What follows belongs to an exercise in optimizing a design on an open flow for small area and a short achievable clock period; a production flow would make more cautious choices.
RTL that was checked went through simulation tests only; none was proved equivalent to the original.
The clock input has no modelled driver; a real chip could not lean on it and would need a root buffer or a full tree.
Power and IR drop assume default switching activity.

sierra:
// probe_top
module probe_top #(
	parameter int PROBE_WIDTH  = 16,
	parameter int SAMPLE_BYTES = 128
) (
	input  logic                   mai,
	input  logic                   voltage_idx_reset,
	input  logic                   req,
	input  logic [16:0]            host_in,
	output logic                   ack,
	output logic [7:0]             rdata,
	input  logic [PROBE_WIDTH-1:0] probe_pins
);
	logic [7:0]  pin_sel0, pin_sel1;
	logic [15:0] pin_oh0, pin_oh1;
	logic [23:0] div;
	logic        arm, idx_rst_e, data_rd_e;
	logic        ready;
	logic        store;
	logic [7:0]  byte0, byte1;
	logic [7:0]  rd_byte;
	probe_regs u_regs (
		.mai               (mai),
		.voltage_idx_reset (voltage_idx_reset),
		.req               (req),
		.host_in           (host_in),
		.ack               (ack),
		.rdata             (rdata),
		.pin_sel0          (pin_sel0),
		.pin_sel1          (pin_sel1),
		.pin_oh0           (pin_oh0),
		.pin_oh1           (pin_oh1),
		.div               (div),
		.arm               (arm),
		.idx_rst_e         (idx_rst_e),
		.data_rd_e         (data_rd_e),
		.ready             (ready),
		.rd_byte           (rd_byte)
	);
	pin_sampler u_sampler (
		.mai               (mai),
		.voltage_idx_reset (voltage_idx_reset),
		.pin_oh0           (pin_oh0),
		.pin_oh1           (pin_oh1),
		.div               (div),
		.arm               (arm),
		.probe_pins        (probe_pins),
		.store             (store),
		.byte0             (byte0),
		.byte1             (byte1),
		.ready             (ready)
	);
	capture_buffer u_buffer (
		.mai               (mai),
		.voltage_idx_reset (voltage_idx_reset),
		.arm               (arm),
		.store             (store),
		.byte0             (byte0),
		.byte1             (byte1),
		.idx_rst_e         (idx_rst_e),
		.data_rd_e         (data_rd_e),
  ...
export LEC_CHECK = 0
export CAP_MARGIN = 20
export CORE_MARGIN = 2
export CORE_UTILIZATION = 70
export CTS_CLUSTER_DIAMETER = 45
export CTS_CLUSTER_SIZE = 30
export SETUP_SLACK_MARGIN = 2.0
export SLEW_MARGIN = 20
create_clock -name core_clock -period 3.75 [get_ports {mai}]
standard.sh (not shown) runs the stock make flow with config.mk's settings and CLKGATE_MAP_FILE= SYNTH_SCRIPT=/design/flow/synth_recipe.tcl, a recipe that flattens the netlist after the stock synthesis.
==> flow/flow/run.sh <==
#!/bin/bash
# The standard layout, except for the clock tree: after CTS, the clock
# port drives four root buffers, one per quarter of the die, and each of
# them drives the leaf clock buffers of its quarter directly (flow/retree.tcl
# replaces the H-tree's root and branch buffers and CTS's dummy loads).
# Every tool's output goes to a log file of its own in this folder.
set -euo pipefail
results=orfs/results/sky130hd/probe_top/base
OPENROAD=openroad
if [[ -x "$FLOW_HOME/../tools/install/OpenROAD/bin/openroad" ]]; then
  OPENROAD="$FLOW_HOME/../tools/install/OpenROAD/bin/openroad"
fi
bash standard.sh cts > standard_to_cts.log 2>&1
"$OPENROAD" -no_init -exit flow/retree_run.tcl > retree.log 2>&1
touch "$results/4_cts.sdc"
bash standard.sh finish > standard_finish.log 2>&1
Other scripts of this flow, unchanged in this note and not shown: flow/flow/retree.tcl, flow/flow/retree_run.tcl
sierra finished end to end and its layout was clean on timing, DRC and antenna.
### sierra -> lagoon
# sierra
export LEC_CHECK = 0
export CAP_MARGIN = 20
export CORE_MARGIN = 2
export CORE_UTILIZATION = 70
export CTS_CLUSTER_DIAMETER = 45
export CTS_CLUSTER_SIZE = 30
export SETUP_SLACK_MARGIN = 2.0
export SLEW_MARGIN = 20
create_clock -name core_clock -period 3.75 [get_ports {mai}]
# lagoon
export LEC_CHECK = 0
export CAP_MARGIN = 20
export CORE_MARGIN = 2
export CORE_UTILIZATION = 75
export CTS_CLUSTER_DIAMETER = 50
export CTS_CLUSTER_SIZE = 28
export PLACE_DENSITY = 0.85
export SETUP_SLACK_MARGIN = 2.0
export SLEW_MARGIN = 20
create_clock -name core_clock -period 3.75 [get_ports {mai}]
--- outcome ---
In terms of footprint of the flip-flops and latches, sierra and lagoon differ only marginally. Diff sierra -> lagoon | number of tap cells inserted | decrease of 3.7%. Summary of lagoon over sierra: routed length on met2 up 23%; shortest period the worst path allows up 46 ps; estimated wirelength of the detail-placed design up about 4%. The maximum clock frequency of lagoon is lower than that of sierra. In the flow results for sierra and lagoon, the wire length is larger on lagoon. Changes observed in lagoon relative to sierra: worst setup slack went down; power share of the combinational group increased by 0.2 points relative to the old numbers.
Function was not checked in any run of this note: the RTL went through the layout flow alone.


Setup of zinc:
probe_top, a different RTL version from the one above (not shown whole).
For scale: ~2300 flip-flops, ~56000 um^2 of cells after synthesis.
Settings: LEC_CHECK=0, CAP_MARGIN=20, CORE_MARGIN=2, CORE_UTILIZATION=65, CTS_CLUSTER_DIAMETER=60, CTS_CLUSTER_SIZE=30, SETUP_SLACK_MARGIN=2.1, SLEW_MARGIN=20; clock period 3.75 ns.
run.sh (not shown) runs the stock make flow with config.mk's settings and CLKGATE_MAP_FILE= SYNTH_SCRIPT=/design/flow/synth_recipe.tcl, a recipe that flattens the netlist after the stock synthesis.
Stock flow here: none of the scripts above is used.
Modified inputs, fjord compared to zinc
Settings: SETUP_SLACK_MARGIN changed from 2.1 to 1.9.
Findings:
- Taking zinc as the reference, in fjord maximum number of pins on one net before global-route repair down 6.8%, flip-flop and latch share of the layout cell area up 2.3 points, share of total power in the clock network down 1.0 points, ratio of final minimum period to clock period up 0.33 points, tap cell count flat.
- In the reports for zinc and fjord, the smaller number of buffer and inverter stages on the critical path belongs to fjord.
- Cmp fjord vs zinc: net switching share of the total power lower in fjord
- Compared fjord vs zinc, and worst setup slack is down in fjord.
Setup changes, fjord to juniper
Settings: swapping 65 for 75 in CORE_UTILIZATION; putting PLACE_DENSITY at 0.85 where nothing was set.
[summary]
- juniper finished every stage and its layout cleared the timing, DRC and antenna checks.
- Run comparison: fjord launching element of the worst setup path u_regs.rdata[7]; juniper launching element of the worst setup path u_regs.f_wr
- The lower routed length on met3 came out of fjord.
- Per the comparison of juniper with fjord, die height went down about 7%; post-route non-filler standard cell count went down about 4.3%.


== oak ==
Another version of the RTL of probe_top (not shown whole).
Size in the first run: roughly 2300 flip-flops, ~45 I/O pins.
clock: 3.75 ns
lec_check: 0
cap_margin: 20
core_margin: 2
core_utilization: 75
cts_cluster_diameter: 60
cts_cluster_size: 30
place_density: 0.85
setup_slack_margin: 2.0
slew_margin: 20
standard.sh (not shown) runs the stock make flow with config.mk's settings and CLKGATE_MAP_FILE= SYNTH_SCRIPT=/design/flow/synth_recipe.tcl, a recipe that flattens the netlist after the stock synthesis.
Scripts as last shown in full above: flow/flow/run.sh
Other scripts of this flow, unchanged in this note and not shown: flow/flow/retree.tcl, flow/flow/retree_run.tcl
The final layout from oak, which completed every stage, passed the timing, DRC and antenna checks at the end of the flow.
Changes in pine relative to oak:
-- flow/config.mk --
<<< oak, line 11
export CTS_CLUSTER_DIAMETER = 60
export CTS_CLUSTER_SIZE = 30
>>> pine, line 11
export CTS_CLUSTER_DIAMETER = 50
export CTS_CLUSTER_SIZE = 28
<<< oak, line 14
export SETUP_SLACK_MARGIN = 2.0
>>> pine, line 14
export SETUP_SLACK_MARGIN = 1.95
==> summary.txt <==
Any difference in count of buffers inserted at the top-level ports between pine and oak is small enough to ignore.
pine vs. oak: first-pass GRT wire length went up by about 5%.
pine vs oak — total leakage power rose 0.30 nW.
When pine is set beside oak, its sequential share of layout area turns out to be 0.75 points smaller.
In the metrics for oak and pine, the one carrying the higher power in the clock group is pine.
When pine is measured against oak, its post-route standard cell area excluding fillers turns out 0.95% higher.
NOTE: layout overhead on the synthesized area in pine exceeds that of oak
Looking at cell with the largest stage delay on the worst path, the sky130_fd_sc_hd__dfxtp_4 result is from pine; the sky130_fd_sc_hd__xnor2_2 one comes from oak.
Compared with oak, pine shows part of the total power dissipated in sequential elements lower by 2.6 points.
Delta (pine minus oak): core occupancy in the finished layout +0.77 points; global-route usage +1.7 points.
The worst setup path startpoint comes out u_buffer.tsel[11]$_SDFFE_PP0P_ in one run and u_buffer.wp[7]$_SDFF_PP0_ in the other, namely in pine and oak respectively.
| minimum hold slack | pine vs oak | 0.0086 ns lower |


probe_top, a different RTL version from the one above (not shown whole).
For scale: about 4,100 cells after synthesis, ~2,300 flip-flops, ~45 I/O pins, ~57,000 sq um of cells after synthesis.
// probe_top
module probe_top #(
	parameter int PROBE_WIDTH  = 16,
	parameter int SAMPLE_BYTES = 128
) (
	input  logic                   mai,
	input  logic                   voltage_idx_reset,
	input  logic                   req,
	input  logic [16:0]            host_in,
	output logic                   ack,
	output logic [7:0]             rdata,
	input  logic [PROBE_WIDTH-1:0] probe_pins
);
Settings: LEC_CHECK=0, CAP_MARGIN=20, CORE_MARGIN=2, CORE_UTILIZATION=75, CTS_CLUSTER_DIAMETER=50, CTS_CLUSTER_SIZE=25, PLACE_DENSITY=0.85, SETUP_SLACK_MARGIN=2.15, SLEW_MARGIN=20; clock period 3.75 ns.
Scripts as last shown in full above: flow/flow/run.sh
Other scripts of this flow, unchanged in this note and not shown: flow/flow/retree.tcl, flow/flow/retree_run.tcl
Change:
Settings changed: CTS_CLUSTER_SIZE 25 to 28, SETUP_SLACK_MARGIN 2.15 to 2.0.
Combinational power came out lower by 20%; routed wire length came out lower by about 4.4%; sequential share of layout area came out higher by 1.5 points; register-to-register slack gains 0.19 ns.
No functional check of the RTL was part of any run of this note.

-- separate check: timing with driven ports --
How much do the figures lean on ideal ports? The routed layouts below were timed once more, with nothing changed but the port constraints.
Step 1, drivers: a clkbuf_16 drives mai and a buf_2 each remaining input, both assumed.
Step 2 also shifts input and output timing later by t, the mid clock arrival at the registers, as if the neighbouring blocks saw the same clock.
Slacks: no drivers / after step 1 / after step 2; pairs: no drivers / after step 1.
run	t (ns)	setup slack, ns	slew at the worst register clock pin (ns)
sierra	0.774	1.261 / 1.260 / 1.260	0.11 / 0.11
lagoon	0.748	1.215 / 1.215 / 1.215	0.11 / 0.11
zinc	0.776	1.793 / 1.727 / 1.178	0.11 / 0.11
fjord	0.766	1.781 / 1.714 / 1.215	0.11 / 0.11
juniper	0.757	1.822 / 1.771 / 1.209	0.11 / 0.11
oak	0.692	1.873 / 1.822 / 1.394	0.12 / 0.12
pine	0.735	1.908 / 1.791 / 1.411	0.11 / 0.11
the first run of note 4	0.760	1.704 / 1.704 / 1.533	0.10 / 0.10
the second run of note 4	0.762	1.890 / 1.778 / 1.507	0.12 / 0.12
After both steps every run listed still meets setup and hold. For zinc, which loses most, drivers alone change the setup slack by -0.066 ns; drivers and shift together by -0.615 ns.
